This design comes from an exercise in tuning for small area, a short achievable clock period and few clock cycles per item on the open sky130 flow, not from production work. At most, simulation tests tie the RTL to the original design; equivalence was not proved. Only the layout flow was run in run 1; the RTL was not checked for function there. No driver is modelled on the clock port, so clocking that relies on it looks cheaper here than on a real chip. No activity file was given, so power comes from the tool's default toggle rates.

[flow/flow/run.sh]
#!/bin/bash
# Standard layout with buf_2 port buffers and pins one track apart. After CTS
# (flow/post_cts.tcl) the clock tree's root buffer is taken out, then the
# timing repair runs.
set -e
bash standard.sh BUFFER_PORTS_ARGS="-buffer_cell sky130_fd_sc_hd__buf_2" \
  PLACE_PINS_ARGS="-min_distance 1 -min_distance_in_tracks" \
  SKIP_CTS_REPAIR_TIMING=1 POST_CTS_TCL=$PWD/flow/post_cts.tcl \
  finish > standard.log 2>&1
[flow/constraint.sdc]
create_clock -name core_clock -period 5.0 [get_ports {sys_clk}]
set_input_delay 1.0000 -clock core_clock [delete_from_list [all_inputs] [get_ports {sys_clk}]]
set_output_delay 1.0000 -clock core_clock [all_outputs]
set_load 0.01 [all_outputs]
[flow/standard.sh]
#!/bin/bash
# synth_recipe.tcl (not shown) runs the flow's synth.tcl, then flattens the netlist and writes it again
# the make line also repeats each setting of config.mk as NAME=value (left out here)
make -C /OpenROAD-flow-scripts/flow DESIGN_CONFIG=/design/flow/config.mk WORK_HOME=/design/flow/orfs CLKGATE_MAP_FILE= SYNTH_SCRIPT=/design/flow/synth_recipe.tcl "${@:-finish}"
[flow/flow/post_cts.tcl]
# After CTS: take out the clock tree's root buffer, so the clock port drives
# the tree's first level (a couple of buffers) directly, one buffer delay less
# to every flip-flop; then run the timing repair that CTS would have run.
set block [ord::get_db_block]
set port_net [$block findNet sys_clk]
set loads {}
foreach it [$port_net getITerms] { lappend loads $it }
set root ""
if {[llength $loads] == 1} {
  set root [[lindex $loads 0] getInst]
  if {![string match "sky130_fd_sc_hd__clkbuf_*" [[$root getMaster] getName]]} { set root "" }
}
if {$root ne ""} {
  set out_net ""
  foreach it [$root getITerms] {
    if {[$it isOutputSignal]} { set out_net [$it getNet] }
  }
  set moved {}
  foreach it [$out_net getITerms] {
    if {[$it getInst] ne $root} { lappend moved $it }
  }
  if {[llength $moved] <= 4} {
    foreach it $moved {
      $it disconnect
      $it connect $port_net
    }
    puts "post_cts: removed [$root getName]; clock port now drives [llength $moved] pins"
    odb::dbInst_destroy $root
    odb::dbNet_destroy $out_net
  } else {
    puts "post_cts: root buffer drives [llength $moved] pins, left as is"
  }
} else {
  puts "post_cts: clock port drives [llength $loads] pins, left as is"
}
estimate_parasitics -placement
repair_timing_helper
detailed_placement
check_placement -verbose
[flow/design.v]
`timescale 1ns/10ps
module sha1_pad_top (
    input  logic           sys_clk,
    input  logic           sys_rst,
    input  logic           msg_cal_channel_ready,
    input  logic           msg_info_fifo_empty,
    input  logic [15:0]    msg_info,
    input  logic [5:0]     msg_channel_num,
    output logic           msg_info_rd_en,
    output logic           msg_data_rd_en,
    input  logic [127:0]   msg_data,
    output logic           msg_filled_data_valid,
    output logic           msg_filled_data_sop,
    output logic           msg_filled_data_eop,
    output logic [511:0]   msg_filled_data,
    output logic           msg_filled_info_valid,
    output logic [15:0]    msg_filled_info,
    output logic [13:0]    msg_filled_tag,
    output logic [11:0]    msg_filled_addr
);
    logic          info_pend;       
    logic          nxt_v;
    logic [15:0]   nxt_len;
    logic [5:0]    nxt_ch;
    logic          consume;
    always_ff @(posedge sys_clk) begin
        if (sys_rst) begin
            msg_info_rd_en <= 1'b0;
            info_pend <= 1'b0;
            nxt_v <= 1'b0;
        end else begin
            msg_info_rd_en <= !msg_info_fifo_empty && msg_cal_channel_ready && !msg_info_rd_en
                              && !info_pend && !nxt_v;
            info_pend <= msg_info_rd_en;
            if (info_pend) begin
                nxt_v <= 1'b1;
            end else if (consume) begin
                nxt_v <= 1'b0;
            end
        end
    end
    always_ff @(posedge sys_clk) begin
        if (info_pend) begin
            nxt_len <= msg_info;
            nxt_ch <= msg_channel_num;
        end
    end
    logic          act;             
    logic [11:0]   cnt;             
    logic          nz;              
    logic          padp;            
    logic [3:0]    tail;            
    logic          ext;             
    logic          fst;             
    logic [1:0]    pos;             
    logic          last_q;          
    logic          s_full;
    logic          s_pad;
    logic          s_p3;
    logic [11:0]   cnt_dec;
    logic          cnt_one;
    for (genvar i = 0; i < 12; i++) begin : g_dec
        if (i == 0) begin : g_lsb
            assign cnt_dec[i] = !cnt[i];
        end else begin : g_bit
            assign cnt_dec[i] = cnt[i] ^ !(|cnt[i-1:0]);
        end
    end
    assign cnt_one = (cnt == 12'd1);
    assign s_full = act && nz;
    assign s_pad = act && !nz && padp;
    assign s_p3 = act && (pos == 2'd3);
    assign consume = nxt_v && (!act || last_q);
    always_ff @(posedge sys_clk) begin
        if (sys_rst) begin
            act <= 1'b0;
            pos <= 2'd0;
            last_q <= 1'b0;
        end else begin
            last_q <= act && !last_q && (pos == 2'd2) && (!nz || cnt_one) && !ext;
            if (act) begin
                pos <= pos + 1'b1;
                if (!nz) begin
                    padp <= 1'b0;
                end
                fst <= 1'b0;
                if (s_p3 && !nz) begin
                    ext <= 1'b0;
                end
                if (last_q) begin
                    act <= 1'b0;
                end
            end
            if (consume) begin
                act <= 1'b1;
                padp <= 1'b1;
                tail <= nxt_len[3:0];
                ext <= (nxt_len[5:0] >= 6'd56);
                fst <= 1'b1;
            end
        end
    end
    always_ff @(posedge sys_clk) begin
        if (consume) begin
            cnt <= nxt_len[15:4];
            nz <= |nxt_len[15:4];
        end else begin
            cnt <= cnt_dec;
            nz <= nz && !cnt_one;
        end
    end
    logic          full_a, pad_a, last_a, p3_a, first_a;
    logic [3:0]    tail_a;
    logic          last_b, p3_b, first_b;
    logic [15:0]   keep;            
    logic [15:0]   padb;            
    always_ff @(posedge sys_clk) begin
        if (sys_rst) begin
            msg_data_rd_en <= 1'b0;
            last_a <= 1'b0;
            p3_a <= 1'b0;
            first_a <= 1'b0;
            last_b <= 1'b0;
            p3_b <= 1'b0;
            first_b <= 1'b0;
        end else begin
            msg_data_rd_en <= s_full || (s_pad && (|tail));
            last_a <= act && last_q;
            p3_a <= s_p3;
            first_a <= act && fst;
            last_b <= last_a;
            p3_b <= p3_a;
            first_b <= first_a;
        end
    end
    always_ff @(posedge sys_clk) begin
        full_a <= s_full;
        pad_a <= s_pad;
        tail_a <= tail;
        for (int j = 0; j < 16; j++) begin
            keep[j] <= full_a || (pad_a && (4'(j) < tail_a));
            padb[j] <= pad_a && (4'(j) == tail_a);
        end
    end
    logic [15:0]   out_len;
    always_ff @(posedge sys_clk) begin
        if (first_a) begin
            out_len <= nxt_len;
        end
    end
    logic [127:0]  in_word;
    logic [127:0]  s0, s1, s2;
    always_comb begin
        for (int j = 0; j < 16; j++) begin
            in_word[127-8*j -: 8] = (msg_data[127-8*j -: 8] & {8{keep[j]}}) | {padb[j], 7'b0};
        end
        if (last_b) begin
            in_word[18:3] = in_word[18:3] | out_len;
        end
    end
    always_ff @(posedge sys_clk) begin
        s0 <= s1;
        s1 <= s2;
        s2 <= in_word;
    end
    assign msg_filled_data = {s0, s1, s2, in_word};
    logic          at_first;        
    logic [5:0]    blk_idx;
    logic [10:0]   blocks;
    logic [10:0]   blk_plus1;
    logic [10:0]   blk_plus2;
    logic [5:0]    idx_inc;
    logic [13:0]   tag_inc;
    for (genvar i = 0; i < 11; i++) begin : g_blk
        if (i == 0) begin : g_b0
            assign blk_plus1[i] = !nxt_len[6];
            assign blk_plus2[i] = nxt_len[6];
        end else if (i < 10) begin : g_bm
            assign blk_plus1[i] = nxt_len[6+i] ^ (&nxt_len[6+i-1:6]);
            if (i == 1) begin : g_b1
                assign blk_plus2[i] = !nxt_len[7];
            end else begin : g_bn
                assign blk_plus2[i] = nxt_len[6+i] ^ (&nxt_len[6+i-1:7]);
            end
        end else begin : g_btop
            assign blk_plus1[i] = &nxt_len[15:6];
            assign blk_plus2[i] = &nxt_len[15:7];
        end
    end
    for (genvar i = 0; i < 6; i++) begin : g_idx
        if (i == 0) begin : g_i0
            assign idx_inc[i] = !blk_idx[i];
        end else begin : g_in
            assign idx_inc[i] = blk_idx[i] ^ (&blk_idx[i-1:0]);
        end
    end
    for (genvar i = 0; i < 14; i++) begin : g_tag
        if (i == 0) begin : g_t0
            assign tag_inc[i] = !msg_filled_tag[i];
        end else begin : g_tn
            assign tag_inc[i] = msg_filled_tag[i] ^ (&msg_filled_tag[i-1:0]);
        end
    end
    assign blocks = (nxt_len[5:0] >= 6'd56) ? blk_plus2 : blk_plus1;
    always_ff @(posedge sys_clk) begin
        if (sys_rst) begin
            msg_filled_data_valid <= 1'b0;
            msg_filled_data_sop <= 1'b0;
            msg_filled_data_eop <= 1'b0;
            at_first <= 1'b0;
            blk_idx <= 6'd0;
            msg_filled_tag <= '1;   
        end else begin
            msg_filled_data_valid <= p3_a;
            msg_filled_data_sop <= p3_a && at_first;
            msg_filled_data_eop <= last_a;
            if (first_a) begin
                at_first <= 1'b1;
            end else if (p3_a) begin
                at_first <= 1'b0;
            end
            if (p3_a) begin
                blk_idx <= at_first ? 6'd0 : idx_inc;
                if (at_first) begin
                    msg_filled_tag <= tag_inc;
                end
            end
        end
    end
    logic [5:0]    out_ch;
    logic [10:0]   out_blocks;
    always_ff @(posedge sys_clk) begin
        if (first_a) begin
            out_ch <= nxt_ch;
            out_blocks <= blocks;
        end
    end
    assign msg_filled_info_valid = msg_filled_data_sop;
    assign msg_filled_info = {5'd0, out_blocks};
    assign msg_filled_addr = {out_ch, blk_idx};
endmodule
[flow/config.mk]
export PLATFORM = sky130hd
export DESIGN_NAME = sha1_pad_top
export DESIGN_NICKNAME = sha1_pad_top
export VERILOG_FILES = /design/flow/design.v
export SDC_FILE = /design/flow/constraint.sdc
export NUM_CORES = 4
export LEC_CHECK = 0
export CAP_MARGIN = 20
export CORE_AREA = 5 5 170 170
export CTS_CLUSTER_DIAMETER = 100
export CTS_CLUSTER_SIZE = 30
export DIE_AREA = 0 0 175 175
export SLEW_MARGIN = 20
==> results of run 1 <==
-- cell usage after synthesis, types with 2 or more instances --
cell type and n:
inv_1 14, a221o_1 2, o21ai_0 4, nor2_1 50
a21o_1 21, and3_1 8, xnor2_1 13, a211oi_1 2
o21bai_1 4, a22oi_1 3, or2_2 2, nand2b_1 14
nor2b_1 6, nand3_1 9, nand4_1 4, nand3b_1 3
a41oi_1 2, ha_1 16, nor4_4 3, a22o_1 14
nand3_2 2, buf_2 5, a41o_1 2, a31oi_1 2
buf_4 6, a211o_1 4, a21oi_1 17, edfxtp_1 62
xor2_1 9, nor3_1 9, nor4_1 3, nand2_1 14
and2_1 104, mux2i_1 2, dfxtp_1 470, clkbuf_1 12
-- cell families after synthesis --
group | count (synthesis) | share of synthesized area, %
other cells | 1 | 0.0270
buf+inv | 41 | 1.38
compound gates | 83 | 4.39
flops | 532 | 81.2
simple gates | 238 | 9.97
fa+ha+maj | 16 | 1.44
mux | 3 | 0.243
xor+xnor | 22 | 1.39
-- stage by stage --
step	std cells	cell area, sq um	hold slack, ns	power, W	worst slack, ns
after floorplan	940	13900	0.348	0.00470	2.65
after global placement	1963	17700	0.328	0.00484	2.45
after detailed placement	1963	17700	0.330	0.00485	2.41
after global routing	1997	18300	0.351	0.00695	2.17
final	1997	18300	0.343	0.00669	2.25
-- flip-flops by register name (all words and copies together) (netlist names), 2 cells and up --
name / cells
blk_idx: 6
cnt: 12
keep: 16
msg_filled_tag: 14
nxt_ch: 6
nxt_len: 16
out_blocks: 11
out_ch: 6
out_len: 16
padb: 16
pos: 2
s0: 128
s1: 128
s2: 128
tail: 4
tail_a: 4
-- power by group --
part           switching (W)  internal (W)  total, W
Sequential         0.0000760       0.00440   0.00448
Combinational       0.000139      0.000140  0.000279
Clock                0.00118      0.000753   0.00193
-- worst max-delay path: cells and delay by family, from the launching register on --
family | cells | cell delay [ns]
AO/OA/AOI/OAI | 1 | 0.29
buffers and inverters | 1 | 0.15
flip-flops | 1 | 0.91
-- per-layer routing --
| metal | track usage [%] | vias to the layer above | share of wire [%] |
|---|---|---|---|
| li1 | - | 4524 | - |
| met1 | 27.5 | 4510 | 35 |
| met2 | 43.0 | 550 | 48 |
| met3 | 7.72 | 232 | 8.1 |
| met4 | 22.0 | 4 | 9.5 |
| met5 | 0 | - | 0.063 |
-- worst max-delay path by stage --
stage                      startpoint                  end  slack [ns]
floorplan                msg_data[15]  msg_filled_data[15]        2.65
global placement         msg_data[15]  msg_filled_data[15]        2.45
detailed placement        msg_data[7]   msg_filled_data[7]        2.41
global route        last_b$_SDFF_PP0_  msg_filled_data[15]        2.17
finish              last_b$_SDFF_PP0_  msg_filled_data[15]        2.25
-- area by class of cell --
| cell class | count | area, sq um | share of cell area [%] |
|---|---|---|---|
| flip-flops and latches | 532 | 11300 | 61.6 |
| repair buffers | 708 | 3540 | 19.4 |
| clock buffers | 27 | 527 | 2.88 |
| well taps | 341 | 427 | 2.33 |
| inverters | 15 | 56.3 | 0.308 |
| clock inverters | 1 | 8.76 | 0.0479 |
| multi-input cells | 367 | 2440 | 13.3 |
| diodes | 6 | 15.0 | 0.0821 |
==> impl_metrics.csv, run 1 <==
group,metric,value,unit
sta,max_slew_margin,41.5,%
worst_hold_path,whs_endpoint,"s0[83]$_DFF_P_",
critical_path,required,4.00,ns
sta,tightest_slew,0.876,ns
critical_path,r2r_slack,3.09,ns
synthesis,synth_top_area_cell,"dfxtp_1",
clock_tree,insertion_delay,0.41,ns
place,hpwl,34700,um
critical_path,rr_worst_depth,4,
worst_hold_path,min_path_type,"register to register",
routing,vias,9820,
routing,wl_per_cell,21.4,um
critical_path,rr_startpoint,"act$_SDFF_PP0_",
sta,min_period,2.75,ns
finish,final_cell_mix,"buf_2 (708), dfxtp_1 (468), and2_1 (104)",
power,ir_drop,0.270,mV
sta,drv_slew,0,
finish,fillers,2141,
clock_tree,clock_sinks,532,
worst_hold_path,min_from,"s1[83]$_DFF_P_",
critical_path,cp_slowest_stage_delay,0.91,ns
routing,via_per_inst,4.92,
critical_path,cp.arrival,1.75,ns
power,powerDensity,366,nW/um^2
run,max_cap_violations,0,
floorplan,die_x,175,um
critical_path,setup.worst_path.start_class,"register",
global_routing,antenna_found_initial,8,
clock_tree,cts_tree,"yes",
finish,final_nets,1814,
routing,drc_errors,0,
synthesis,synthFlopType,"dfxtp_1",
sta,fin_tns_setup,0,ns
routing,routed_wl,42800,um
floorplan,die_area,30600,sq um
global_routing,grt_pass1_vias,9599,
critical_path,critPathSlowestCell,"dfxtp_1",
synthesis,synthTopCellsByArea,"dfxtp_1 (68%), edfxtp_1 (13%), and2_1 (4.7%), ha_1 (1.4%), nor2_1 (1.4%)",
finish,mostFrequentLayoutCell,"buf_2",
critical_path,path_class,"register to primary output",
sta,finalClockSkew,0.0115,ns
finish,final_core_util,68.1,%
synthesis,synth_edf_count,62,
synthesis,syn_area_per_cell,14.8,sq um
run_status,status,"finished clean",
place,globalplace.congestion,0.991,
clock_tree,cts.clk_slew.worst_paths,0.11,ns
routing,drt_pass1_iterations,5,
sta,grt_setup_unrepaired,"false",
synthesis,yosysWarnings,1,
sta,period_share,55.1,%
floorplan,rows,60,
floorplan,io-pin-count,714,
critical_path,crit_path_cell_trace,"a221o_1 -> buf_2",
worst_hold_path,hold_depth,0,
critical_path,cp-end-kind,"primary output",
finish,drive_gt1_share,45.2,%
synthesis,synthCells,936,
sta,max_clock_freq,363,MHz
place,io_buffer_count,708,
global_routing,gr-total-overflow,0,
finish,syn_to_final_growth,31.7,%
synthesis,netlist.area_leader.share,67.8,%
synthesis,ys_seq_area_share,81.2,%
synthesis,synth_cell_types,55,
floorplan,die_h,175,um
synthesis,syn_area,13900,sq um
sta,finalSetupViolations,0,
global_routing,grt_max_degree,36,
synthesis,synth-seq-cells,532,
synthesis,ys_async_sr_fraction,0,%
floorplan,initial_core_util,51.7,%
power,cellLeakagePower,9.54,nW
routing,first_iter_violations,514,
critical_path,rr_endpoint,"ext$_SDFFCE_PN0P_",
critical_path,critPathMaxFanout,17,
floorplan,core_area,26900,sq um
routing,ant_nets,0,
sta,hold_violations,0,
global_routing,grt_pass1_wl,60800,um
global_routing,grt_usage,26.1,%
==> inputs of run 2 (changes only) <==
--- a/flow/design.v
+++ b/flow/design.v
@@ -50,5 +50,5 @@
     logic          nz;              
     logic          padp;            
-    logic [3:0]    tail;            
+    logic          padrd;           
     logic          ext;             
     logic          fst;             
@@ -95,5 +95,5 @@
                 act <= 1'b1;
                 padp <= 1'b1;
-                tail <= nxt_len[3:0];
+                padrd <= |nxt_len[3:0];
                 ext <= (nxt_len[5:0] >= 6'd56);
                 fst <= 1'b1;
@@ -111,8 +111,5 @@
     end
     logic          full_a, pad_a, last_a, p3_a, first_a;
-    logic [3:0]    tail_a;
-    logic          last_b, p3_b, first_b;
-    logic [15:0]   keep;            
-    logic [15:0]   padb;            
+    logic          full_b, pad_b, last_b, p3_b, first_b;
     always_ff @(posedge sys_clk) begin
         if (sys_rst) begin
@@ -125,5 +122,5 @@
             first_b <= 1'b0;
         end else begin
-            msg_data_rd_en <= s_full || (s_pad && (|tail));
+            msg_data_rd_en <= s_full || (s_pad && padrd);
             last_a <= act && last_q;
             p3_a <= s_p3;
@@ -137,9 +134,6 @@
         full_a <= s_full;
         pad_a <= s_pad;
-        tail_a <= tail;
-        for (int j = 0; j < 16; j++) begin
-            keep[j] <= full_a || (pad_a && (4'(j) < tail_a));
-            padb[j] <= pad_a && (4'(j) == tail_a);
-        end
+        full_b <= full_a;
+        pad_b <= pad_a;
     end
     logic [15:0]   out_len;
@@ -149,8 +143,12 @@
         end
     end
+    logic [15:0]   keep;
+    logic [15:0]   padb;
     logic [127:0]  in_word;
-    logic [127:0]  s0, s1, s2;
+    logic [127:0]  s0, s1, s2, s3;
     always_comb begin
         for (int j = 0; j < 16; j++) begin
+            keep[j] = full_b || (pad_b && (4'(j) < out_len[3:0]));
+            padb[j] = pad_b && (4'(j) == out_len[3:0]);
             in_word[127-8*j -: 8] = (msg_data[127-8*j -: 8] & {8{keep[j]}}) | {padb[j], 7'b0};
         end
@@ -162,7 +160,8 @@
         s0 <= s1;
         s1 <= s2;
-        s2 <= in_word;
-    end
-    assign msg_filled_data = {s0, s1, s2, in_word};
+        s2 <= s3;
+        s3 <= in_word;
+    end
+    assign msg_filled_data = {s0, s1, s2, s3};
     logic          at_first;        
     logic [5:0]    blk_idx;
@@ -212,13 +211,13 @@
             msg_filled_tag <= '1;   
         end else begin
-            msg_filled_data_valid <= p3_a;
-            msg_filled_data_sop <= p3_a && at_first;
-            msg_filled_data_eop <= last_a;
-            if (first_a) begin
+            msg_filled_data_valid <= p3_b;
+            msg_filled_data_sop <= p3_b && at_first;
+            msg_filled_data_eop <= last_b;
+            if (first_b) begin
                 at_first <= 1'b1;
-            end else if (p3_a) begin
+            end else if (p3_b) begin
                 at_first <= 1'b0;
             end
-            if (p3_a) begin
+            if (p3_b) begin
                 blk_idx <= at_first ? 6'd0 : idx_inc;
                 if (at_first) begin
@@ -231,5 +230,5 @@
     logic [10:0]   out_blocks;
     always_ff @(posedge sys_clk) begin
-        if (first_a) begin
+        if (first_b) begin
             out_ch <= nxt_ch;
             out_blocks <= blocks;
==> flow/flow/run.sh (replaced) <==
#!/bin/bash
# Standard layout with buf_2 port buffers and pins one track apart. After CTS
# (flow/post_cts.tcl) the clock tree's root buffer is taken out, then the
# timing repair runs, aiming at a 2.0 ns period.
set -e
bash standard.sh BUFFER_PORTS_ARGS="-buffer_cell sky130_fd_sc_hd__buf_2" \
  PLACE_PINS_ARGS="-min_distance 1 -min_distance_in_tracks" \
  SKIP_CTS_REPAIR_TIMING=1 POST_CTS_TCL=$PWD/flow/post_cts.tcl \
  SETUP_SLACK_MARGIN=3.0 finish > standard.log 2>&1
==> run 2 against run 1 <==
  * Still clean
  * Register-to-register slack barely moved
  * Final cell count rose by 6.9%
  * Via count rose by 6.9%
  * Power rose by 16%
  * Worst setup slack improved by 0.78 ns
  * Worst hold slack got worse by 0.0067 ns
  * Core utilization rose by 7.8 points
  * Critical path type unchanged
  * Critical endpoint is now msg_filled_data[278]
  * Largest cell class unchanged
==> impl_metrics.csv, run 2 <==
group,metric,value,unit
critical_path,worst-path-buf-inv,1,
finish,final_cells,2134,
synthesis,synth.most_common_cell,"dfxtp_1",
sta,grt_setup_unrepaired,"true",
clock_tree,cts_tree,"yes",
worst_hold_path,hold_depth,0,
place,globalplace.congestion,0.922,
power,design_power_total,0.00780,W
sta,min_period,1.97,ns
routing,first_iter_violations,538,
critical_path,cp_slowest_stage_delay,0.39,ns
critical_path,rr_worst_depth,3,
global_routing,grt_pass1_vias,10120,
finish,drive_gt1_share,44.9,%
global_routing,grt_max_degree,32,
synthesis,yosysWarnings,1,
power,powerDensity,382,nW/um^2
routing,via_per_inst,4.92,
floorplan,die_x,175,um
critical_path,setup.worst_path.start_class,"register",
synthesis,synthFlopType,"dfxtp_1",
power,cellLeakagePower,10.1,nW
global_routing,grt_usage,27.9,%
critical_path,required,4.00,ns
critical_path,cp-end-kind,"primary output",
sta,max_slew_margin,41.1,%
sta,finalClockSkew,0.0262,ns
worst_hold_path,min_path_type,"register to register",
routing,wl_per_cell,21.5,um
routing,vias,10497,
floorplan,core_area,26900,sq um
synthesis,synth_cell_types,55,
sta,period_share,39.5,%
critical_path,r2r_slack,3.09,ns
finish,syn_to_final_growth,29.6,%
critical_path,critPathMaxFanout,2,
critical_path,rr_startpoint,"pad_b$_DFF_P_",
sta,drv_slew,0,
routing,drt_pass1_iterations,5,
sta,hold_violations,0,
routing,ant_nets,0,
worst_hold_path,min_from,"s3[47]$_DFF_P_",
critical_path,cp.arrival,0.97,ns
floorplan,rows,60,
routing,routed_wl,45900,um
sta,hold_slack,0.337,ns
synthesis,syn_area_per_cell,15.0,sq um
sta,finalSetupViolations,0,
worst_hold_path,whs_endpoint,"s2[47]$_DFF_P_",
synthesis,synth_common_cells,"dfxtp_1 (567), and2_1 (61), edfxtp_1 (59)",
synthesis,synthTopCellsByArea,"dfxtp_1 (72%), edfxtp_1 (11%), and2_1 (2.4%), nor2b_1 (2.0%), ha_1 (1.3%)",
critical_path,critPathSlowestCell,"dfxtp_1",
run,max_cap_violations,0,
floorplan,initial_core_util,58.5,%
synthesis,ys_async_sr_fraction,0,%
floorplan,die_h,175,um
clock_tree,clock_sinks,626,
sta,fin_tns_setup,0,ns
critical_path,crit_path_cell_trace,"buf_2",
place,io_buffer_count,708,
synthesis,synth_top_area_cell,"dfxtp_1",
power,ir_drop,0.274,mV
global_routing,gr-total-overflow,0,
finish,mostFrequentLayoutCell,"buf_2",
floorplan,io-pin-count,714,
synthesis,ys_seq_area_share,83.4,%
clock_tree,insertion_delay,0.44,ns
synthesis,synth-seq-cells,626,
finish,fillers,1895,
sta,max_clock_freq,506,MHz
synthesis,syn_area,15700,sq um
run_status,status,"finished clean",
critical_path,rr_endpoint,"s3[29]$_DFF_P_",
synthesis,netlist.area_leader.share,72.2,%
synthesis,synth_edf_count,59,
critical_path,path_class,"register to primary output",
place,hpwl,36900,um
global_routing,grt_pass1_wl,64400,um
floorplan,die_area,30600,sq um
clock_tree,cts.clk_slew.worst_paths,0.11,ns
critical_path,critPathLaunch,"s1[22]$_DFF_P_",
finish,final_cell_mix,"buf_2 (703), dfxtp_1 (524), and2_1 (60)",
routing,drc_errors,0,
place,dp.cells,2074,
finish,final_nets,1931,
sta,tightest_slew,0.882,ns
critical_path,path_delay_family,"flip-flops",
synthesis,synthCells,1051,
global_routing,antenna_found_initial,40,
[run 2: cells by family after synthesis]
family	Yosys count	synth area share, %
xor+xnor	21	1.17
simple gates	255	8.95
fa+ha+maj	16	1.27
compound gates	77	3.42
mux	4	0.262
buf+inv	51	1.48
other cells	1	0.0238
flops	626	83.4
[run 2: routing by layer]
metal / wire, um / track usage, % / share of wire [%]
met1: 15100 / 28.0 / 33
met2: 22700 / 47.6 / 50
met3: 4180 / 10.2 / 9.1
met4: 3700 / 20.5 / 8.1
met5: 168 / 0 / 0.37
[run 2: worst max path at each step]
stage,endpoint,slack (ns),cells past startpoint
detailed placement,msg_filled_data_sop$_SDFF_PP0_,2.87,3
floorplan,ext$_SDFFCE_PN0P_,3.13,3
finish,msg_filled_data[278],3.03,1
global placement,msg_filled_data_sop$_SDFF_PP0_,2.90,3
global route,s3[47]$_DFF_P_,2.95,4
[run 2: where the power goes]
part           internal (W)  switching [W]
combinational      0.000142       0.000139
sequential          0.00515      0.0000740
clock              0.000910        0.00138
[run 2: per-stage QoR]
stage / cell area [sq um] / worst slack [ns] / util [%]
2_1_floorplan: 15700 / 3.13 / -
3_3_place_gp: 19600 / 2.90 / 72.8
3_5_place_dp: 19600 / 2.87 / 72.8
5_1_grt: 20400 / 2.95 / 75.9
6_report: 20400 / 3.03 / 75.9
[run 2: layout make-up]
class | count | area, sq um | share of cell area (%)
tap | 341 | 427 | 2.09
multi-input combinational | 378 | 2410 | 11.8
antenna | 26 | 65.1 | 0.319
timing repair buffer | 711 | 3580 | 17.6
clock buffer | 29 | 598 | 2.93
clock inverter | 2 | 46.3 | 0.227
sequential | 626 | 13200 | 64.7
inverter | 21 | 78.8 | 0.387
Testbench counts of run 2, summed over its fixed seeds: cycles 19,299, messages 800.
==> inputs of run 3 (changes only) <==
==> flow/flow/run.sh (replaced) <==
#!/bin/bash
# Standard layout with buf_2 port buffers and pins one track apart. After CTS
# (flow/post_cts.tcl) the clock tree's root buffer is taken out, then the
# timing repair runs, aiming at a 1.95 ns period.
set -e
bash standard.sh BUFFER_PORTS_ARGS="-buffer_cell sky130_fd_sc_hd__buf_2" \
  PLACE_PINS_ARGS="-min_distance 1 -min_distance_in_tracks" \
  SKIP_CTS_REPAIR_TIMING=1 POST_CTS_TCL=$PWD/flow/post_cts.tcl \
  SETUP_SLACK_MARGIN=3.05 finish > standard.log 2>&1
==> run 3 against run 2 <==
  * Still clean
  * Die area unchanged
  * Critical path depth unchanged
  * Synthesized area unchanged
  * Register-to-register slack about the same
  * Final area increased by 5.7%
  * Combinational power increased by 6%
  * First-iteration DRC count increased by 4.6%
  * Non-clock buffer count increased by 17
  * Worst setup slack improved by 0.0041 ns
  * Critical path type unchanged
  * Critical endpoint is now msg_filled_addr[10]
  * Largest power group unchanged
==> impl_metrics.csv, run 3 <==
group,metric,value,unit
synthesis,synth_top_area_cell,"dfxtp_1",
floorplan,die_h,175,um
floorplan,die_x,175,um
place,io_buffer_count,708,
sta,finalClockSkew,0.0268,ns
synthesis,syn_area,15700,sq um
sta,grt_setup_unrepaired,"true",
floorplan,rows,60,
run_status,status,"finished clean",
sta,max_slew_margin,40.0,%
floorplan,initial_core_util,58.5,%
synthesis,synth_edf_count,59,
finish,final_core_util,80.2,%
routing,vias,10770,
routing,drc_errors,0,
critical_path,cp_slowest_stage_delay,0.40,ns
critical_path,critPathSlowestCell,"edfxtp_1",
routing,routed_wl,48100,um
clock_tree,cts_tree,"yes",
global_routing,grt_pass1_wl,65400,um
run,max_cap_violations,0,
synthesis,netlist.area_leader.share,72.2,%
routing,ant_nets,0,
routing,wl_per_cell,22.4,um
place,hpwl,36900,um
finish,drive_gt1_share,59.0,%
finish,syn_to_final_growth,37.0,%
finish,mostFrequentLayoutCell,"buf_2",
critical_path,critPathMaxFanout,1,
routing,via_per_inst,5.00,
finish,final_cell_mix,"buf_2 (553), dfxtp_1 (281), dfxtp_2 (275)",
critical_path,crit_path_cell_trace,"buf_2",
sta,min_period,1.97,ns
place,pre_cts_ws,2.87,ns
critical_path,r2r_slack,3.10,ns
global_routing,grt_pass1_vias,10259,
critical_path,required,4.00,ns
worst_hold_path,min_path_type,"register to register",
clock_tree,clock_sinks,626,
worst_hold_path,min_from,"s3[47]$_DFF_P_",
sta,period_share,39.4,%
synthesis,ys_async_sr_fraction,0,%
critical_path,rr_worst_depth,3,
synthesis,synth.most_common_cell,"dfxtp_1",
critical_path,setup.worst_path.start_class,"register",
floorplan,io-pin-count,714,
sta,hold_slack,0.329,ns
sta,fin_ws,3.03,ns
global_routing,antenna_found_initial,40,
place,globalplace.congestion,0.922,
power,cellLeakagePower,10.4,nW
critical_path,cp.arrival,0.97,ns
critical_path,cp-end-kind,"primary output",
finish,final_nets,1948,
critical_path,path_delay_family,"flip-flops",
synthesis,syn_area_per_cell,15.0,sq um
worst_hold_path,hold_depth,0,
routing,first_iter_violations,563,
synthesis,ys_seq_area_share,83.4,%
sta,max_clock_freq,507,MHz
floorplan,die_area,30600,sq um
floorplan,core_area,26900,sq um
global_routing,grt_max_degree,32,
synthesis,synthCells,1051,
sta,drv_slew,0,
critical_path,path_depth,1,
synthesis,synth_common_cells,"dfxtp_1 (567), and2_1 (61), edfxtp_1 (59)",
global_routing,grt_usage,28.4,%
sta,hold_violations,0,
sta,finalSetupViolations,0,
critical_path,rr_startpoint,"out_len[2]$_DFFE_PP_",
synthesis,synth-seq-cells,626,
clock_tree,insertion_delay,0.44,ns
power,ir_drop,0.274,mV
synthesis,yosysWarnings,1,
finish,fillers,1676,
routing,drt_pass1_iterations,5,
power,powerDensity,363,nW/um^2
critical_path,rr_endpoint,"s3[44]$_DFF_P_",
critical_path,path_class,"register to primary output",
synthesis,synthFlopType,"dfxtp_1",
synthesis,synthTopCellsByArea,"dfxtp_1 (72%), edfxtp_1 (11%), and2_1 (2.4%), nor2b_1 (2.0%), ha_1 (1.3%)",
sta,fin_tns_setup,0,ns
synthesis,synth_cell_types,55,
critical_path,worst-path-buf-inv,1,
sta,tightest_slew,0.899,ns
worst_hold_path,whs_endpoint,"s2[47]$_DFF_P_",
global_routing,gr-total-overflow,0,
clock_tree,cts.clk_slew.worst_paths,0.11,ns
[run 3: how the worst max path moves through the flow]
stage | startpoint | to | slack [ns]
after global routing | out_len[2]$_DFFE_PP_ | s3[47]$_DFF_P_ | 2.96
final | out_ch[4]$_DFFE_PP_ | msg_filled_addr[10] | 3.03
after floorplan | sys_rst | ext$_SDFFCE_PN0P_ | 3.13
after detailed placement | sys_rst | msg_filled_data_sop$_SDFF_PP0_ | 2.87
after global placement | sys_rst | msg_filled_data_sop$_SDFF_PP0_ | 2.90
[run 3: cells by family (layout without fill, tap and decap cells)]
kind of cell               Yosys count  after routing  synth area share, %
and+or+nand+nor                    255            255                 8.95
adders and majority gates           16             16                 1.27
xor gates and xnor gates            21             21                 1.17
AOI/OAI and AO/OA                   77             77                 3.42
muxes                                4              4                0.262
DFF                                626            626                 83.4
buffers and inverters               51            780                 1.48
other                                1             33               0.0238
[run 3: layer usage]
metal	GRT usage [%]	routed length, um	vias up
met5	0	170	-
met4	20.6	3540	26
met3	10.8	4440	228
met2	49.0	24600	601
met1	27.7	15400	5034
li1	-	-	4881
[run 3: layout make-up]
type / instances / area [sq um] / area share [%]
antenna: 28 / 70.1 / 0.325
sequential: 626 / 13500 / 62.7
tap: 341 / 427 / 1.98
timing repair buffer: 728 / 4410 / 20.5
multi-input combinational: 378 / 2410 / 11.2
clock buffer: 29 / 598 / 2.78
inverter: 21 / 78.8 / 0.366
clock inverter: 2 / 46.3 / 0.215
[run 3: stage by stage]
step,instances,total power [W],area (sq um)
6_report,2153,0.00782,21500
5_1_grt,2152,0.00809,21500
3_5_place_dp,2074,0.00562,19600
3_3_place_gp,2074,0.00561,19600
2_1_floorplan,1055,0.00547,15700
[run 3: report_power, final]
part           total [W]  internal (W)  switching (W)
registers        0.00523       0.00515      0.0000767
clock network    0.00229      0.000910        0.00138
logic           0.000297      0.000155       0.000142
total            0.00782       0.00622        0.00160
==> inputs of run 4 (changes only) <==
==> flow/flow/run.sh (replaced) <==
#!/bin/bash
# Standard layout with buf_2 port buffers; after CTS the clock tree's root
# buffer is taken out so the port drives the tree's first level directly.
set -e
ARGS=(BUFFER_PORTS_ARGS="-buffer_cell sky130_fd_sc_hd__buf_2")
bash standard.sh "${ARGS[@]}" cts > standard_cts.log 2>&1
CTS_DB=$PWD/orfs/results/sky130hd/sha1_pad_top/base/4_cts.odb openroad -no_init -exit flow/trim_clock_root.tcl > trim_clock_root.log 2>&1
bash standard.sh "${ARGS[@]}" finish > standard_finish.log 2>&1
==> flow/flow/trim_clock_root.tcl (new file) <==
# Take out the clock tree's root buffer: the clock port then drives the
# first level of the tree directly (a couple of buffers), one buffer delay
# less between the port and every flip-flop.
set db_file $::env(CTS_DB)
read_db $db_file
set block [ord::get_db_block]
set port_net [$block findNet sys_clk]
set loads {}
foreach it [$port_net getITerms] { lappend loads $it }
if {[llength $loads] != 1} {
  puts "trim: clock port drives [llength $loads] pins, left as is"
  exit 0
}
set root [[lindex $loads 0] getInst]
set master [[$root getMaster] getName]
if {![string match "sky130_fd_sc_hd__clkbuf_*" $master]} {
  puts "trim: clock port drives $master, left as is"
  exit 0
}
set out_net ""
foreach it [$root getITerms] {
  if {[$it isOutputSignal]} { set out_net [$it getNet] }
}
set moved {}
foreach it [$out_net getITerms] {
  if {[$it getInst] eq $root} { continue }
  lappend moved $it
}
if {[llength $moved] > 4} {
  puts "trim: root buffer drives [llength $moved] pins, left as is"
  exit 0
}
foreach it $moved {
  $it disconnect
  $it connect $port_net
}
puts "trim: removed [$root getName] ($master); clock port now drives [llength $moved] pins"
odb::dbInst_destroy $root
odb::dbNet_destroy $out_net
write_db $db_file
--- a/flow/config.mk
+++ b/flow/config.mk
@@ -7,7 +7,7 @@
 export LEC_CHECK = 0
 export CAP_MARGIN = 20
-export CORE_AREA = 5 5 170 170
+export CORE_AREA = 5 5 245 245
 export CTS_CLUSTER_DIAMETER = 100
 export CTS_CLUSTER_SIZE = 30
-export DIE_AREA = 0 0 175 175
+export DIE_AREA = 0 0 250 250
 export SLEW_MARGIN = 20
removed: flow/flow/post_cts.tcl
==> run 4 against run 3 <==
  * Worst setup slack worse by 0.20 ns
  * Synthesized cell count unchanged
  * Clock skew increased by 0.0040 ns
  * First-iteration DRC count decreased by 1.8%
  * Final area is 3.0% lower
  * Flip-flop and latch count stayed put
  * Critical endpoint is now msg_filled_data[55]
  * Largest cell class unchanged
==> impl_metrics.csv, run 4 <==
group,metric,value,unit
run_status,status,"finished clean",
floorplan,die_x,250,um
finish,final_cells,2538,
global_routing,antenna_found_initial,11,
clock_tree,cts_made_buffers,27,
clock_tree,root_buffer,"clkbuf_16",
floorplan,io-pin-count,714,
clock_tree,clock_sinks,626,
routing,first_iter_violations,553,
global_routing,grt_pass1_wl,78900,um
global_routing,grt_max_degree,32,
finish,syn_to_final_growth,32.8,%
finish,drive_gt1_share,42.6,%
synthesis,synth_top_area_cell,"dfxtp_1",
clock_tree,cts_max_level,1,
floorplan,initial_core_util,27.4,%
synthesis,syn_area_per_cell,15.0,sq um
power,ir_drop,0.245,mV
routing,wl_met2,27100,um
worst_hold_path,whs_endpoint,"s1[73]$_DFF_P_",
clock_tree,cts.clk_slew.worst_paths,0.11,ns
critical_path,path_delay_family,"flip-flops",
global_routing,grt_pass1_vias,10376,
critical_path,cp_slowest_stage_delay,0.50,ns
synthesis,synth_cell_types,55,
critical_path,critPathLaunch,"s3[55]$_DFF_P_",
sta,grt_setup_unrepaired,"false",
synthesis,synthTopCellsByArea,"dfxtp_1 (72%), edfxtp_1 (11%), and2_1 (2.4%), nor2b_1 (2.0%), ha_1 (1.3%)",
critical_path,required,4.00,ns
global_routing,gr-total-overflow,0,
synthesis,yosysWarnings,1,
sta,period_share,43.3,%
synthesis,netlist.area_leader.share,72.2,%
routing,highest_layer,"met5",
sta,min_period,2.17,ns
synthesis,synthCells,1051,
finish,final_cell_mix,"buf_2 (708), dfxtp_1 (565), and2_1 (61)",
synthesis,ys_seq_area_share,83.4,%
routing,drc_errors,0,
critical_path,rr_startpoint,"out_len[3]$_DFFE_PP_",
sta,tightest_slew,1.06,ns
floorplan,core_area,57400,sq um
sta,max_slew_margin,29.3,%
routing,routed_wl,57300,um
routing,ant_nets,0,
sta,max_clock_freq,461,MHz
clock_tree,ctsHoldBuffers,0,
clock_tree,cts_tree,"yes",
critical_path,rr_worst_depth,4,
synthesis,synth.most_common_cell,"dfxtp_1",
routing,drt_pass1_iterations,5,
critical_path,rr_endpoint,"s3[111]$_DFF_P_",
critical_path,crit_path_cell_trace,"buf_2",
synthesis,ys_async_sr_fraction,0,%
clock_tree,clk_path_buf_depth,3,
sta,fin_tns_setup,0,ns
sta,finalSetupViolations,0,
power,cellLeakagePower,10.2,nW
sta,finalClockSkew,0.0308,ns
clock_tree,cts.repair.resized,0,
sta,drv_slew,0,
clock_tree,insertion_delay,0.46,ns
global_routing,grt_usage,17.2,%
critical_path,worst-path-buf-inv,1,
floorplan,die_h,250,um
critical_path,r2r_slack,2.89,ns
synthesis,synth_edf_count,59,
worst_hold_path,min_from,"s2[73]$_DFF_P_",
finish,mostFrequentLayoutCell,"buf_2",
critical_path,path_class,"register to primary output",
critical_path,setup.worst_path.start_class,"register",
critical_path,critPathMaxFanout,2,
clock_tree,cts_setup_buffers,0,
place,hpwl,47700,um
synthesis,synthFlopType,"dfxtp_1",
routing,vias,10236,
synthesis,synth-seq-cells,626,
synthesis,syn_area,15700,sq um
routing,wl_per_cell,22.6,um
place,io_buffer_count,708,
routing,met1_length,23300,um
worst_hold_path,hold_depth,0,
floorplan,rows,88,
routing,route.met3.wl,4870,um
finish,final_nets,1932,
critical_path,critPathSlowestCell,"dfxtp_1",
synthesis,synth_common_cells,"dfxtp_1 (567), and2_1 (61), edfxtp_1 (59)",
worst_hold_path,min_path_type,"register to register",
routing,via_per_inst,4.03,
power,powerDensity,387,nW/um^2
floorplan,die_area,62500,sq um
place,dp.cells,2499,
critical_path,cp-end-kind,"primary output",
run,max_cap_violations,0,
critical_path,cp.arrival,1.17,ns
sta,hold_violations,0,
place,globalplace.congestion,0.947,
-- run 4: power by group --
part	total [W]	internal (W)	switching, W
clock	0.00256	0.000999	0.00156
sequential	0.00524	0.00516	0.0000805
combinational	0.000297	0.000143	0.000154
total	0.00809	0.00630	0.00179
-- run 4: worst max-delay path by stage --
stage                     depth (start not counted)  slack, ns                        endpoint
after CTS                                         1       2.65             msg_filled_data[55]
final                                             1       2.83             msg_filled_data[55]
after detailed placement                          3       2.86                  s3[42]$_DFF_P_
after global placement                            3       2.89  msg_filled_data_sop$_SDFF_PP0_
after floorplan                                   3       3.13               ext$_SDFFCE_PN0P_
after global routing                              4       2.77                  s3[12]$_DFF_P_
-- run 4: routing by layer --
metal / vias up / global-route usage [%]
met5: - / 0
met1: 4941 / 21.5
met2: 385 / 28.2
met3: 68 / 5.74
met4: 4 / 5.41
li1: 4838 / -
-- run 4: layout make-up --
type                    instances  area [sq um]
diodes                          3          7.51
clock buffers                  30           666
clock inverters                 6           119
fillers                      5622         36500
inverters                      21          78.8
multi-input cells             378          2390
flip-flops and latches        626         13100
well taps                     765           957
repair buffers                709          3550
-- run 4: cell families (layout without fill, tap and decap cells) --
family                   after synthesis  in the layout  share of synthesized area [%]
AO/OA/AOI/OAI                         77             77                           3.42
other                                  1              8                         0.0238
AND/OR/NAND/NOR                      255            255                           8.95
multiplexers                           4              4                          0.262
buffers and inverters                 51            766                           1.48
flip-flops                           626            626                           83.4
adder cells (fa/ha/maj)               16             16                           1.27
XOR/XNOR                              21             21                           1.17
-- run 4: metrics by stage --
| stage | util [%] | setup slack [ns] | instance area, sq um | power [W] | hold slack [ns] |
|---|---|---|---|---|---|
| after floorplan | - | 3.13 | 15700 | 0.00547 | 0.310 |
| after detailed placement | 35.0 | 2.86 | 20100 | 0.00565 | 0.312 |
| final | 36.4 | 2.83 | 20900 | 0.00809 | 0.326 |
| after CTS | 36.5 | 2.65 | 20900 | 0.00824 | 0.334 |
| after global routing | 36.4 | 2.77 | 20900 | 0.00840 | 0.336 |
| after global placement | 35.0 | 2.89 | 20100 | 0.00564 | 0.312 |
==> inputs of run 5 (changes only) <==
--- a/flow/flow/run.sh
+++ b/flow/flow/run.sh
@@ -3,5 +3,5 @@
 # buffer is taken out so the port drives the tree's first level directly.
 set -e
-ARGS=(BUFFER_PORTS_ARGS="-buffer_cell sky130_fd_sc_hd__buf_2")
+ARGS=(BUFFER_PORTS_ARGS="-buffer_cell sky130_fd_sc_hd__buf_2" PLACE_PINS_ARGS="-min_distance 1 -min_distance_in_tracks")
 bash standard.sh "${ARGS[@]}" cts > standard_cts.log 2>&1
 CTS_DB=$PWD/orfs/results/sky130hd/sha1_pad_top/base/4_cts.odb openroad -no_init -exit flow/trim_clock_root.tcl > trim_clock_root.log 2>&1
--- a/flow/config.mk
+++ b/flow/config.mk
@@ -7,7 +7,7 @@
 export LEC_CHECK = 0
 export CAP_MARGIN = 20
-export CORE_AREA = 5 5 245 245
+export CORE_AREA = 5 5 195 195
 export CTS_CLUSTER_DIAMETER = 100
 export CTS_CLUSTER_SIZE = 30
-export DIE_AREA = 0 0 250 250
+export DIE_AREA = 0 0 200 200
 export SLEW_MARGIN = 20
==> run 5 against run 4 <==
  * Combinational power is 5% lower
  * Synthesized area unchanged
  * Still clean on timing, DRC and antenna
  * Final cell count fell by 11%
  * Largest power group unchanged
  * Sequential power barely moved
==> impl_metrics.csv, run 5 <==
group,metric,value,unit
critical_path,rr_endpoint,"s3[111]$_DFF_P_",
place,dp.cells,2194,
sta,min_period,2.10,ns
synthesis,ys_seq_area_share,83.4,%
synthesis,synth_common_cells,"dfxtp_1 (567), and2_1 (61), edfxtp_1 (59)",
synthesis,syn_area_per_cell,15.0,sq um
power,combPwrFrac,3.6,%
floorplan,die_x,200,um
critical_path,cp-end-kind,"primary output",
critical_path,cp_slowest_stage_delay,0.47,ns
clock_tree,cts_made_buffers,24,
synthesis,synthTopCellsByArea,"dfxtp_1 (72%), edfxtp_1 (11%), and2_1 (2.4%), nor2b_1 (2.0%), ha_1 (1.3%)",
synthesis,synth_edf_count,59,
critical_path,path_delay_family,"flip-flops",
place,pre_cts_ws,2.84,ns
place,hpwl,38100,um
power,powerDensity,384,nW/um^2
synthesis,synth-seq-cells,626,
synthesis,synth_cell_types,55,
finish,mostFrequentLayoutCell,"buf_2",
routing,via_per_inst,4.62,
finish,fillers,3043,
floorplan,die_h,200,um
power,p_sw_share,20.5,%
synthesis,synth_top_area_cell,"dfxtp_1",
sta,finalSetupViolations,0,
routing,wl_per_cell,20.7,um
worst_hold_path,whs_endpoint,"full_b$_DFF_P_",
clock_tree,cts_max_level,1,
floorplan,die_area,40000,sq um
sta,tightest_slew,0.866,ns
finish,drive_gt1_share,42.3,%
power,seqPwrFrac,66.7,%
global_routing,grt_usage,21.2,%
clock_tree,clock_sinks,626,
finish,final_cells,2248,
finish,syn_to_final_growth,29.9,%
critical_path,critPathSlowestCell,"dfxtp_1",
clock_tree,clk_path_buf_depth,3,
clock_tree,cts.repair.resized,0,
finish,final_cell_mix,"buf_2 (708), dfxtp_1 (566), and2_1 (61)",
sta,max_slew_margin,42.2,%
place,globalplace.congestion,0.910,
worst_hold_path,min_from,"full_a$_DFF_P_",
synthesis,synthCells,1051,
floorplan,initial_core_util,44.2,%
sta,drv_slew,0,
place,dpl_cell_area,19700,sq um
critical_path,setup.worst_path.start_class,"register",
power,p_sw,0.00161,W
clock_tree,cts.clk_slew.worst_paths,0.12,ns
place,io_buffer_count,708,
power,cellLeakagePower,10.1,nW
global_routing,grt_pass1_vias,10101,
routing,vias,10383,
sta,finalClockSkew,0.0119,ns
critical_path,required,4.00,ns
floorplan,rows,69,
worst_hold_path,min_path_type,"register to register",
clock_tree,root_buffer,"clkbuf_16",
finish,ff_latch_area,13100,sq um
run,max_cap_violations,0,
routing,routed_wl,46500,um
routing,drc_errors,0,
synthesis,yosysWarnings,1,
finish,final_core_util,57.4,%
critical_path,rr_startpoint,"out_len[3]$_DFFE_PP_",
synthesis,ys_async_sr_fraction,0,%
critical_path,critPathLaunch,"s3[23]$_DFF_P_",
floorplan,core_area,35600,sq um
run_status,status,"finished clean",
clock_tree,cts_setup_buffers,0,
finish,design_area,20400,sq um
clock_tree,cts_tree,"yes",
critical_path,cp.arrival,1.10,ns
sta,period_share,42.0,%
clock_tree,ctsHoldBuffers,0,
floorplan,io-pin-count,714,
synthesis,syn_area,15700,sq um
routing,ant_nets,0,
synthesis,synthFlopType,"dfxtp_1",
routing,first_iter_violations,392,
critical_path,r2r_slack,2.95,ns
critical_path,crit_path_cell_trace,"buf_2",
finish,multi_input_area,2390,sq um
global_routing,grt_pass1_wl,63700,um
sta,fin_tns_setup,0,ns
clock_tree,insertion_delay,0.44,ns
sta,hold_violations,0,
sta,max_clock_freq,476,MHz
synthesis,netlist.area_leader.share,72.2,%
power,p_clk_share,29.7,%
global_routing,gr-total-overflow,0,
routing,drt_pass1_iterations,5,
critical_path,critPathMaxFanout,2,
power,ir_drop,0.370,mV
sta,fin_ws,2.90,ns
critical_path,worst-path-buf-inv,1,
global_routing,grt_max_degree,32,
finish,final_nets,1928,
power,power.internal,0.00624,W
worst_hold_path,hold_depth,0,
sta,grt_setup_unrepaired,"false",
global_routing,antenna_found_initial,30,
synthesis,synth.most_common_cell,"dfxtp_1",
critical_path,rr_worst_depth,4,
critical_path,path_class,"register to primary output",
## run 5: cell counts after synthesis
Identical to the previous run, type by type.
## run 5: metrics by stage
stage          hold WS (ns)  power (W)
3_5_place_dp          0.314    0.00563
5_1_grt               0.354    0.00813
2_1_floorplan         0.310    0.00547
3_3_place_gp          0.313    0.00561
6_report              0.342    0.00784
4_1_cts               0.341    0.00796
## run 5: final cells by class
class,instances,share of cell area (%)
multi-input combinational,378,11.7
clock buffer,30,3.05
clock inverter,1,0.147
inverter,21,0.386
sequential,626,64.3
tap,461,2.82
timing repair buffer,708,17.3
antenna,23,0.282
## run 5: kinds of logic after synthesis
kind of cell / count (synthesis) / synth area share, %
xor+xnor: 21 / 1.17
mux: 4 / 0.262
simple gates: 255 / 8.95
other cells: 1 / 0.0238
flops: 626 / 83.4
fa+ha+maj: 16 / 1.27
compound gates: 77 / 3.42
buf+inv: 51 / 1.48
## run 5: layer usage
metal  vias to the layer above  global-route usage (%)  part of all wire, %
met3                       187                    7.00                  9.8
met1                      4803                    22.6                   34
met2                       546                    35.0                   47
li1                       4833                       -                    -
met4                        14                    15.7                  8.4
met5                         -                       0                 0.22
## run 5: power groups by stage
stage	logic, W	clock network, W	registers, W
after floorplan	0.000117	0	0.00536
after global placement	0.000274	0	0.00534
after detailed placement	0.000282	0	0.00535
after CTS	0.000283	0.00245	0.00523
after global routing	0.000313	0.00257	0.00525
final	0.000282	0.00233	0.00523
## run 5: worst max-delay path by stage
stage	end	slack [ns]	cells after the start
detailed placement	msg_filled_data_sop$_SDFF_PP0_	2.84	3
finish	msg_filled_data[23]	2.90	1
global placement	msg_filled_data_sop$_SDFF_PP0_	2.84	3
floorplan	ext$_SDFFCE_PN0P_	3.13	3
CTS	msg_filled_data[23]	2.74	1
global route	s3[87]$_DFF_P_	2.78	3
==> inputs of run 6 (changes only) <==
--- a/flow/config.mk
+++ b/flow/config.mk
@@ -7,7 +7,7 @@
 export LEC_CHECK = 0
 export CAP_MARGIN = 20
-export CORE_AREA = 5 5 195 195
+export CORE_AREA = 5 5 160 160
 export CTS_CLUSTER_DIAMETER = 100
 export CTS_CLUSTER_SIZE = 30
-export DIE_AREA = 0 0 200 200
+export DIE_AREA = 0 0 165 165
 export SLEW_MARGIN = 20
==> run 6 against run 5 <==
  * Maximum frequency down 1.0%
  * Highest routed layer unchanged
  * Die area shrank 32%
  * Still clean
  * Global-route usage increased by 12 points
  * Non-clock buffer count stayed put
  * Critical endpoint is now msg_filled_data[284]
  * Combinational power increased by 3%
  * Clock-buffer cell count shrank 1
  * Register-to-register slack is essentially flat
==> impl_metrics.csv, run 6 <==
group,metric,value,unit
routing,vias,11040,
critical_path,cp.arrival,1.12,ns
finish,syn_to_final_growth,28.8,%
place,dpl_cell_area,19500,sq um
place,hpwl,37500,um
synthesis,synth_top_area_cell,"dfxtp_1",
floorplan,initial_core_util,66.8,%
sta,finalSetupViolations,0,
critical_path,rr_startpoint,"full_b$_DFF_P_",
critical_path,path_class,"register to primary output",
routing,drc_errors,0,
power,cellLeakagePower,10.1,nW
clock_tree,root_buffer,"clkbuf_16",
critical_path,critPathSlowestCell,"dfxtp_1",
critical_path,critPathLaunch,"s1[28]$_DFF_P_",
sta,max_slew_margin,30.1,%
sta,min_period,2.12,ns
power,ir_drop,0.294,mV
floorplan,core_area,23500,sq um
finish,final_nets,1928,
synthesis,synth_xor_xnor_area_share,1.17,%
floorplan,die_h,165,um
clock_tree,cts.clk_slew.worst_paths,0.12,ns
clock_tree,cts_setup_buffers,0,
sta,tightest_slew,1.05,ns
finish,final_cell_mix,"buf_2 (708), dfxtp_1 (567), and2_1 (61)",
floorplan,die_x,165,um
synthesis,synth.most_common_cell,"dfxtp_1",
critical_path,setup.worst_path.start_class,"register",
synthesis,netlist.area_leader.share,72.2,%
synthesis,synthCells,1051,
critical_path,cp_slowest_stage_delay,0.47,ns
synthesis,synth_top_family_by_area,"simple AND/OR/NAND/NOR gates",
global_routing,gr-total-overflow,0,
synthesis,synth-seq-cells,626,
worst_hold_path,min_path_type,"register to register",
global_routing,antenna_found_initial,41,
synthesis,synth_edf_count,59,
global_routing,grt_usage,33.5,%
critical_path,cp-end-kind,"primary output",
sta,hold_violations,0,
critical_path,r2r_slack,2.94,ns
routing,first_iter_violations,909,
sta,grt_setup_unrepaired,"false",
sta,fin_tns_setup,0,ns
critical_path,path_depth,1,
routing,wl_per_cell,23.6,um
run,max_cap_violations,0,
clock_tree,ctsHoldBuffers,0,
sta,max_clock_freq,472,MHz
critical_path,crit_path_cell_trace,"buf_2",
global_routing,grt_max_degree,32,
run_status,status,"finished clean",
synthesis,synth_cell_types,55,
synthesis,ys_async_sr_fraction,0,%
synthesis,synth-compound-area-share,3.42,%
floorplan,die_area,27200,sq um
critical_path,required,4.00,ns
clock_tree,cts_tree,"yes",
sta,drv_slew,0,
finish,drive_gt1_share,42.2,%
clock_tree,cts_max_level,1,
clock_tree,cts_made_buffers,24,
clock_tree,insertion_delay,0.45,ns
place,globalplace.congestion,0.924,
floorplan,rows,56,
clock_tree,cts.repair.resized,0,
finish,design_area,20300,sq um
power,powerDensity,388,nW/um^2
place,io_buffer_count,708,
finish,mostFrequentLayoutCell,"buf_2",
clock_tree,clk_path_buf_depth,3,
synthesis,yosysWarnings,1,
critical_path,rr_worst_depth,3,
synthesis,syn_area,15700,sq um
synthesis,synthFlopType,"dfxtp_1",
finish,final_core_util,86.0,%
synthesis,ys_seq_area_share,83.4,%
sta,period_share,42.4,%
worst_hold_path,min_from,"pad_a$_DFF_P_",
synthesis,yosys.area_share.simple,8.95,%
critical_path,path_delay_family,"flip-flops",
critical_path,worst-path-buf-inv,1,
synthesis,synthTopCellsByArea,"dfxtp_1 (72%), edfxtp_1 (11%), and2_1 (2.4%), nor2b_1 (2.0%), ha_1 (1.3%)",
routing,via_per_inst,5.22,
clock_tree,clock_sinks,626,
floorplan,io-pin-count,714,
synthesis,yosys.area_share.adder,1.27,%
critical_path,rr_endpoint,"s3[61]$_DFF_P_",
critical_path,critPathMaxFanout,2,
sta,finalClockSkew,0.0275,ns
routing,routed_wl,49800,um
global_routing,grt_pass1_wl,67800,um
critical_path,endpoint,"msg_filled_data[284]",
routing,ant_nets,0,
worst_hold_path,hold_depth,0,
routing,drt_pass1_iterations,5,
synthesis,synth_mux_area_share,0.262,%
synthesis,syn_area_per_cell,15.0,sq um
global_routing,grt_pass1_vias,10928,
synthesis,synth_common_cells,"dfxtp_1 (567), and2_1 (61), edfxtp_1 (59)",
run 6: final cells by class:
cell class                      count  area, sq um
Clock inverter                      2         46.3
Antenna cell                       30         75.1
Multi-Input combinational cell    378         2390
Tap cell                          319          399
Clock buffer                       29          598
Timing Repair Buffer              708         3540
Inverter                           21         78.8
Fill cell                        1283         3290
Sequential cell                   626        13100
run 6: logic make-up (layout without fill, tap and decap cells):
group / count (synthesis) / after routing
adder cells (fa/ha/maj): 16 / 16
AO/OA/AOI/OAI: 77 / 77
XOR/XNOR: 21 / 21
buffers and inverters: 51 / 760
other: 1 / 35
AND/OR/NAND/NOR: 255 / 255
flip-flops: 626 / 626
multiplexers: 4 / 4
run 6: how the worst min path moves through the flow:
stage / to / slack, ns
floorplan: full_b$_DFF_P_ / 0.31
global placement: full_b$_DFF_P_ / 0.31
detailed placement: pad_b$_DFF_P_ / 0.32
CTS: pad_b$_DFF_P_ / 0.34
global route: s2[94]$_DFF_P_ / 0.35
finish: pad_b$_DFF_P_ / 0.34
run 6: metrics by stage:
step                      hold WS, ns  cells  worst slack [ns]  total power, W
final                           0.339   2113              2.88         0.00785
after global routing            0.355   2109              2.76         0.00809
after CTS                       0.341   2084              2.80         0.00787
after detailed placement        0.315   2052              2.92         0.00563
after global placement          0.313   2052              2.92         0.00561
after floorplan                 0.310   1055              3.13         0.00547
run 6: routing by layer:
layer,track usage [%],vias up,routed length [um]
met5,0,-,173
met4,25.4,28,4220
met3,14.9,294,5270
met2,56.2,708,24900
met1,32.1,5148,15300
li1,-,4862,-
run 6: report_power, final:
group          switching, W  internal (W)
clock               0.00142      0.000912
combinational      0.000149      0.000143
sequential        0.0000764       0.00516
==> inputs of run 7 (changes only) <==
--- a/flow/config.mk
+++ b/flow/config.mk
@@ -7,7 +7,7 @@
 export LEC_CHECK = 0
 export CAP_MARGIN = 20
-export CORE_AREA = 5 5 160 160
+export CORE_AREA = 4 4 151 151
 export CTS_CLUSTER_DIAMETER = 100
 export CTS_CLUSTER_SIZE = 30
-export DIE_AREA = 0 0 165 165
+export DIE_AREA = 0 0 155 155
 export SLEW_MARGIN = 20
==> run 7 against run 6 <==
  * The run now fails in global routing (5_1_grt)
  * Synthesized area did not move
  * Synthesized cell count did not move
==> impl_metrics.csv, run 7 <==
group,metric,value,unit
run_status,status,"stopped before the end",
run_status,haltStage,"global routing (5_1_grt)",
run_status,tool.error,"[ERROR GRT-0232] Routing congestion too high. Check the congestion heatmap in the GUI.",
synthesis,syn_area,15700,sq um
floorplan,die_x,155,um
global_routing,grt_max_degree,32,
synthesis,ys_seq_area_share,83.4,%
synthesis,synth_edf_count,59,
clock_tree,cts_max_level,1,
synthesis,syn_area_per_cell,15.0,sq um
floorplan,die_h,155,um
place,globalplace.congestion,1.01,
global_routing,gr-total-overflow,19,
global_routing,antenna_found_initial,37,
floorplan,io-pin-count,714,
synthesis,synth.most_common_cell,"dfxtp_1",
floorplan,rows,53,
synthesis,synthCells,1051,
synthesis,netlist.area_leader.share,72.2,%
synthesis,synth-seq-cells,626,
clock_tree,clk_path_buf_depth,3,
floorplan,initial_core_util,74.4,%
synthesis,synthTopCellsByArea,"dfxtp_1 (72%), edfxtp_1 (11%), and2_1 (2.4%), nor2b_1 (2.0%), ha_1 (1.3%)",
global_routing,grt_usage,73.0,%
place,dp.cells,2008,
clock_tree,cts_setup_buffers,0,
synthesis,ys_async_sr_fraction,0,%
synthesis,yosysWarnings,1,
clock_tree,root_buffer,"clkbuf_16",
place,io_buffer_count,708,
place,dpl_cell_area,19500,sq um
clock_tree,cts.repair.resized,0,
synthesis,synthFlopType,"dfxtp_1",
clock_tree,clock_sinks,626,
clock_tree,ctsHoldBuffers,0,
synthesis,synth_cell_types,55,
synthesis,synth_top_area_cell,"dfxtp_1",
synthesis,synth_common_cells,"dfxtp_1 (567), and2_1 (61), edfxtp_1 (59)",
clock_tree,cts_made_buffers,24,
place,hpwl,43700,um
==> run 7: worst max-delay path by stage <==
stage,startpoint,to,slack (ns),cells past startpoint
after floorplan,sys_rst,ext$_SDFFCE_PN0P_,3.13,3
after global placement,sys_rst,msg_filled_data_sop$_SDFF_PP0_,2.94,3
after detailed placement,sys_rst,msg_filled_data_sop$_SDFF_PP0_,2.90,3
after CTS,act$_SDFF_PP0_,cnt[10]$_DFF_P_,2.65,4
==> run 7: logic make-up after synthesis <==
family / synth area share [%]
xor+xnor: 1.17
mux: 0.262
other cells: 0.0238
fa+ha+maj: 1.27
buf+inv: 1.48
compound gates: 3.42
simple gates: 8.95
flops: 83.4
==> run 7: routing by layer <==
layer	GRT overflow	global-route usage, %
met2	6	93.5
met4	13	78.0
met5	0	15.7
met1	0	66.5
met3	0	59.2
==> run 7: metrics by stage <==
step | setup slack [ns] | utilization [%] | total power [W]
2_1_floorplan | 3.13 | - | 0.00547
3_3_place_gp | 2.94 | 92.1 | 0.00560
3_5_place_dp | 2.90 | 92.1 | 0.00565
4_1_cts | 2.65 | 95.3 | 0.00799
==> run 7: power by group through the flow <==
stage	registers, W	clock network, W	logic, W
2_1_floorplan	0.00536	0	0.000117
3_3_place_gp	0.00534	0	0.000269
3_5_place_dp	0.00535	0	0.000302
4_1_cts	0.00525	0.00241	0.000335
==> inputs of run 8 (changes only) <==
--- a/flow/config.mk
+++ b/flow/config.mk
@@ -7,7 +7,7 @@
 export LEC_CHECK = 0
 export CAP_MARGIN = 20
-export CORE_AREA = 4 4 151 151
+export CORE_AREA = 5 5 170 170
 export CTS_CLUSTER_DIAMETER = 100
 export CTS_CLUSTER_SIZE = 30
-export DIE_AREA = 0 0 155 155
+export DIE_AREA = 0 0 175 175
 export SLEW_MARGIN = 20
==> run 8 against run 7 <==
  * The run now finishes clean
  * Synthesized cell count stayed put
  * Synthesized area unchanged
==> impl_metrics.csv, run 8 <==
group,metric,value,unit
sta,finalSetupViolations,0,
place,pre_cts_ws,2.87,ns
global_routing,grt_max_degree,32,
critical_path,path_class,"register to primary output",
floorplan,die_area,30600,sq um
routing,vias,10458,
finish,ff_latch_area,13100,sq um
clock_tree,root_buffer,"clkbuf_16",
critical_path,cp.arrival,1.05,ns
critical_path,critPathSlowestCell,"dfxtp_1",
power,seqPwrFrac,67.1,%
critical_path,worst-path-buf-inv,1,
routing,drt_pass1_iterations,4,
critical_path,rr_worst_depth,4,
sta,hold_violations,0,
power,cellLeakagePower,10.1,nW
synthesis,synthTopCellsByArea,"dfxtp_1 (72%), edfxtp_1 (11%), and2_1 (2.4%), nor2b_1 (2.0%), ha_1 (1.3%)",
power,power.internal,0.00621,W
floorplan,rows,60,
critical_path,endpoint,"msg_filled_data[71]",
synthesis,syn_area,15700,sq um
routing,via_per_inst,4.91,
global_routing,grt_usage,27.9,%
sta,max_slew_margin,33.9,%
routing,first_iter_violations,546,
finish,syn_to_final_growth,28.9,%
sta,period_share,40.9,%
synthesis,synth_top_area_cell,"dfxtp_1",
power,powerDensity,384,nW/um^2
place,dpl_cell_area,19600,sq um
finish,final_nets,1928,
floorplan,core_area,26900,sq um
critical_path,path_depth,1,
synthesis,ys_seq_area_share,83.4,%
worst_hold_path,min_path_type,"register to register",
floorplan,die_h,175,um
sta,fin_ws,2.95,ns
finish,multi_input_area,2390,sq um
critical_path,setup.worst_path.start_class,"register",
synthesis,synthCells,1051,
clock_tree,clk_path_buf_depth,3,
global_routing,gr-total-overflow,0,
power,ir_drop,0.276,mV
synthesis,yosysWarnings,1,
critical_path,cp_slowest_stage_delay,0.43,ns
global_routing,grt_pass1_vias,10113,
run_status,status,"finished clean",
power,p_clk_share,29.3,%
global_routing,met1_usage,27.9,%
clock_tree,cts_setup_buffers,0,
global_routing,grtUsageMet2,47.6,%
synthesis,synthFlopType,"dfxtp_1",
synthesis,ys_async_sr_fraction,0,%
synthesis,syn_area_per_cell,15.0,sq um
global_routing,grt_pass1_wl,64400,um
global_routing,met3_usage,10.3,%
global_routing,antenna_found_initial,40,
critical_path,critPathLaunch,"s3[71]$_DFF_P_",
routing,ant_nets,0,
critical_path,required,4.00,ns
sta,drv_slew,0,
critical_path,crit_path_cell_trace,"buf_2",
clock_tree,cts_made_buffers,24,
critical_path,path_delay_family,"flip-flops",
sta,max_clock_freq,489,MHz
place,hpwl,36900,um
critical_path,critPathMaxFanout,2,
synthesis,synth_common_cells,"dfxtp_1 (567), and2_1 (61), edfxtp_1 (59)",
routing,wl_per_cell,21.5,um
synthesis,synth.most_common_cell,"dfxtp_1",
critical_path,rr_startpoint,"out_len[3]$_DFFE_PP_",
critical_path,cp-end-kind,"primary output",
clock_tree,cts.repair.resized,0,
finish,drive_gt1_share,42.2,%
clock_tree,insertion_delay,0.44,ns
clock_tree,cts_max_level,1,
global_routing,busiest_layer,"met2",
clock_tree,ctsHoldBuffers,0,
power,p_sw,0.00159,W
floorplan,die_x,175,um
finish,design_area,20300,sq um
floorplan,initial_core_util,58.5,%
floorplan,io-pin-count,714,
place,dp.cells,2074,
power,p_sw_share,20.3,%
clock_tree,clock_sinks,626,
sta,finalClockSkew,0.0256,ns
sta,fin_tns_setup,0,ns
clock_tree,cts_tree,"yes",
synthesis,synth_cell_types,55,
place,globalplace.congestion,0.922,
sta,tightest_slew,0.991,ns
routing,routed_wl,45700,um
place,io_buffer_count,708,
synthesis,synth-seq-cells,626,
synthesis,netlist.area_leader.share,72.2,%
sta,min_period,2.05,ns
finish,mostFrequentLayoutCell,"buf_2",
run,max_cap_violations,0,
synthesis,synth_edf_count,59,
critical_path,rr_endpoint,"s3[111]$_DFF_P_",
routing,drc_errors,0,
## run 8: cell counts after synthesis
No cell type changed its count.
## run 8: final cells by class
type / count / share of cell area (%)
Clock inverter: 2 / 0.228
Antenna cell: 26 / 0.321
Sequential cell: 626 / 64.7
Inverter: 21 / 0.389
Multi-Input combinational cell: 378 / 11.8
Timing Repair Buffer: 708 / 17.5
Clock buffer: 29 / 2.95
Tap cell: 341 / 2.10
## run 8: worst min path at each step
stage	from	to	slack, ns	depth (start not counted)
finish	pad_a$_DFF_P_	pad_b$_DFF_P_	0.34	0
CTS	s3[47]$_DFF_P_	s2[47]$_DFF_P_	0.34	0
global placement	full_a$_DFF_P_	full_b$_DFF_P_	0.31	0
detailed placement	pad_a$_DFF_P_	pad_b$_DFF_P_	0.31	0
global route	s1[125]$_DFF_P_	s0[125]$_DFF_P_	0.35	0
floorplan	full_a$_DFF_P_	full_b$_DFF_P_	0.31	0
## run 8: power groups by stage
| stage | registers [W] | clock network [W] | logic, W |
|---|---|---|---|
| final | 0.00523 | 0.00228 | 0.000280 |
| after global routing | 0.00525 | 0.00252 | 0.000306 |
| after CTS | 0.00523 | 0.00237 | 0.000281 |
| after detailed placement | 0.00535 | 0 | 0.000279 |
| after global placement | 0.00534 | 0 | 0.000272 |
| after floorplan | 0.00536 | 0 | 0.000117 |
## run 8: cell families (layout without fill, tap and decap cells)
| group | count (synthesis) | in the layout | share of synthesized area [%] |
|---|---|---|---|
| xor+xnor | 21 | 21 | 1.17 |
| mux | 4 | 4 | 0.262 |
| buf+inv | 51 | 760 | 1.48 |
| fa+ha+maj | 16 | 16 | 1.27 |
| compound gates | 77 | 77 | 3.42 |
| other cells | 1 | 31 | 0.0238 |
| simple gates | 255 | 255 | 8.95 |
| flops | 626 | 626 | 83.4 |
## run 8: through the flow
stage / power, W / util (%) / hold WS [ns]
global route: 0.00808 / 75.4 / 0.352
detailed placement: 0.00562 / 72.8 / 0.312
finish: 0.00779 / 75.4 / 0.338
floorplan: 0.00547 / - / 0.310
CTS: 0.00788 / 75.3 / 0.337
global placement: 0.00561 / 72.8 / 0.311
## run 8: per-layer routing
metal | up-vias | part of all wire [%]
li1 | 4839 | -
met1 | 4804 | 33
met2 | 565 | 49
met3 | 222 | 9.2
met4 | 28 | 8.0
met5 | - | 0.40

Setup slack of run 8, layout unchanged: 2.954 ns with ideal ports, 2.892 ns with driving cells assumed (clock clkbuf_16, inputs buf_2), 2.866 ns with port delays also shifted by the 0.488 ns mid clock arrival.
